Context: an optimization exercise on an open-source flow, tuned for small area, a short achievable clock period and few clock cycles per item. The choices shown serve that exercise and are no tape-out recipe.
Only simulation tests tie the RTL to the original design; equivalence was not proved.
No activity file was given, so power comes from the tool's default toggle rates.

// queued_sine_tone_generator_core
module queued_sine_tone_generator_core (
    input  logic                   clk,
    input  logic                   rst_n,
    input  logic                   cfg_write,
    input  logic      [15:0]       cfg_data,
    input  logic                   item_valid,
    output logic                   item_stall,
    input  logic      [47:0]       item,
    output logic                   result_valid,
    input  logic                   result_stall,
    output logic [22:0]            result
);
For scale: ~8200 cells after synthesis, about 1300 flip-flops, roughly 94 I/O pins.
clock: 10.0 ns
lec_check: 0
abc_area: 1
cap_margin: 20
core_margin: 2
core_utilization: 60
cts_buf_list: sky130_fd_sc_hd__clkbuf_8
setup_slack_margin: 5
slew_margin: 20
run.sh (not shown) runs the stock make flow with config.mk's settings and CLKGATE_MAP_FILE= SYNTH_SCRIPT=/design/flow/synth_recipe.tcl, a recipe that flattens the netlist after the stock synthesis.
Testbench counts at the start, summed over its fixed seeds: cycles 2,245, items 2,048.
Edit:
==> flow/flow/run.sh (new file) <==
#!/bin/bash
set -o pipefail
{ echo "== standard.sh"; cat standard.sh; echo "== config.mk"; cat config.mk; echo "== constraint.sdc"; cat constraint.sdc; } > flow_info.log 2>&1
export SETUP_SLACK_MARGIN=5.5
bash standard.sh > standard.log 2>&1
==> flow/standard.sh (new file) <==
#!/bin/bash
# synth_recipe.tcl (not shown) runs the flow's synth.tcl, then flattens the netlist and writes it again
# the make line also repeats each setting of config.mk as NAME=value (left out here)
make -C /OpenROAD-flow-scripts/flow DESIGN_CONFIG=/design/flow/config.mk WORK_HOME=/design/flow/orfs CLKGATE_MAP_FILE= SYNTH_SCRIPT=/design/flow/synth_recipe.tcl "${@:-finish}"
--- a/flow/config.mk
+++ b/flow/config.mk
@@ -7,8 +7,6 @@
 export LEC_CHECK = 0
-export ABC_AREA = 1
 export CAP_MARGIN = 20
 export CORE_MARGIN = 2
-export CORE_UTILIZATION = 60
+export CORE_UTILIZATION = 55
 export CTS_BUF_LIST = sky130_fd_sc_hd__clkbuf_8
-export SETUP_SLACK_MARGIN = 5
 export SLEW_MARGIN = 20
removed: flow/run.sh
Effect: Non-clock buffer count is higher by 152. Final area is higher by a few percent. Wire length is about the same. Utilization is lower by 3.4 points. Clock-buffer cell count is higher by 10. Sequential share of layout area is lower by 1.0 points.
Edit:
==> flow/run.sh (new file) <==
#!/bin/bash
# synth_recipe.tcl (not shown) runs the flow's synth.tcl, then flattens the netlist and writes it again
# the make line also repeats each setting of config.mk as NAME=value (left out here)
make -C /OpenROAD-flow-scripts/flow DESIGN_CONFIG=/design/flow/config.mk WORK_HOME=/design/flow/orfs CLKGATE_MAP_FILE= SYNTH_SCRIPT=/design/flow/synth_recipe.tcl finish
--- a/flow/config.mk
+++ b/flow/config.mk
@@ -9,4 +9,5 @@
 export CORE_MARGIN = 2
-export CORE_UTILIZATION = 55
+export CORE_UTILIZATION = 60
 export CTS_BUF_LIST = sky130_fd_sc_hd__clkbuf_8
+export SETUP_SLACK_MARGIN = 5
 export SLEW_MARGIN = 20
removed: flow/flow/run.sh
removed: flow/standard.sh
=> Setup slack got worse by 0.49 ns; sequential share of layout area rose by 1.5 points; global-route usage rose by 1.3 points; hold slack improved by 0.0035 ns; critical path depth rises by 6.
Edit:
==> flow/flow/run.sh (new file) <==
#!/bin/bash
set -o pipefail
{ echo "== standard.sh"; cat standard.sh; echo "== config.mk"; cat config.mk; echo "== constraint.sdc"; cat constraint.sdc; } > flow_info.log 2>&1
export SETUP_SLACK_MARGIN=5.3
bash standard.sh > standard.log 2>&1
==> flow/standard.sh (new file) <==
#!/bin/bash
# synth_recipe.tcl (not shown) runs the flow's synth.tcl, then flattens the netlist and writes it again
# the make line also repeats each setting of config.mk as NAME=value (left out here)
make -C /OpenROAD-flow-scripts/flow DESIGN_CONFIG=/design/flow/config.mk WORK_HOME=/design/flow/orfs CLKGATE_MAP_FILE= SYNTH_SCRIPT=/design/flow/synth_recipe.tcl "${@:-finish}"
--- a/flow/config.mk
+++ b/flow/config.mk
@@ -11,3 +11,2 @@
 export CTS_BUF_LIST = sky130_fd_sc_hd__clkbuf_8
-export SETUP_SLACK_MARGIN = 5
 export SLEW_MARGIN = 20
removed: flow/run.sh
=> Global-route usage rises by 0.34 points. Non-clock buffer count is higher by 28. Power went up by 1.4%. Clock skew decreases by 0.031 ns. Core utilization climbs by 0.55 points.

---

queued_sine_tone_generator_core, a different RTL version from the one above (not shown whole).
For scale: roughly 6900 cells after synthesis, roughly 1300 flip-flops, ~94 I/O pins, roughly 77000 sq um of cells after synthesis.
==> flow/config.mk <==
export PLATFORM = sky130hd
export DESIGN_NAME = queued_sine_tone_generator_core
export DESIGN_NICKNAME = queued_sine_tone_generator_core
export VERILOG_FILES = /design/flow/design.v
export SDC_FILE = /design/flow/constraint.sdc
export NUM_CORES = 4
export LEC_CHECK = 0
export CAP_MARGIN = 20
export CORE_MARGIN = 2
export CORE_UTILIZATION = 55
export CTS_BUF_LIST = sky130_fd_sc_hd__clkbuf_8
export SLEW_MARGIN = 20
==> flow/constraint.sdc <==
create_clock -name core_clock -period 10.0 [get_ports {clk}]
set_input_delay 2.0000 -clock core_clock [delete_from_list [all_inputs] [get_ports {clk}]]
set_output_delay 2.0000 -clock core_clock [all_outputs]
set_load 0.01 [all_outputs]
standard.sh (not shown) runs the stock make flow with config.mk's settings and CLKGATE_MAP_FILE= SYNTH_SCRIPT=/design/flow/synth_recipe.tcl, a recipe that flattens the netlist after the stock synthesis.
==> flow/flow/run.sh <==
#!/bin/bash
set -o pipefail
{ echo "== standard.sh"; cat standard.sh; echo "== config.mk"; cat config.mk; echo "== constraint.sdc"; cat constraint.sdc; } > flow_info.log 2>&1
export SETUP_SLACK_MARGIN=6
bash standard.sh > standard.log 2>&1
Testbench counts at the start, summed over its fixed seeds: cycles 2,245, items 2,048.
Edit:
==> flow/flow/run.sh (replaced) <==
#!/bin/bash
set -o pipefail
{ echo "== standard.sh"; cat standard.sh; echo "== config.mk"; cat config.mk; echo "== constraint.sdc"; cat constraint.sdc; } > flow_info.log 2>&1
export SETUP_SLACK_MARGIN=5.5
bash standard.sh > standard.log 2>&1
=> Setup slack degrades by 0.069 ns; final area is lower by 4.2%; combinational power is lower by 13%; maximum frequency is lower by 1.5%; count of clock-buffer cells in the layout is higher by 3; non-clock buffer count is lower by 165; area after synthesis is unchanged.

port drivers added, routing unchanged:
Ports are ideal in the flow. The routed layouts listed here were re-timed in OpenROAD.
Step 1 assumes that a clkbuf_16 drives the clock port and a buf_2 every other input.
Step 2 moves the port delays by t, midway between the first and last clock arrival at a register: inputs arrive t later, outputs are due t later. That takes back most of the time a late clock gives input paths.
Slacks: no drivers / after step 1 / after step 2; pairs: no drivers / after step 1.
run | t, ns | setup WS [ns] | worst slew at a driven data input, ns
the first run of note 1 | 1.038 | 5.020 / 5.020 / 4.158 | 0.24
the second run of note 1 | 1.032 | 5.406 / 5.406 / 4.496 | 0.10
the third run of note 1 | 1.019 | 4.920 / 4.920 / 4.053 | 0.13
the fourth run of note 1 | 1.038 | 5.264 / 5.253 / 4.215 | 0.18
the first run of note 2 | 1.036 | 5.422 / 5.422 / 4.451 | 0.13
the second run of note 2 | 1.053 | 5.353 / 5.303 / 4.250 | 0.21
After both steps setup and hold are still met in every run listed. The setup slack of the second run of note 2, which loses most, moves by -0.050 ns with the drivers and by -1.103 ns with both steps.
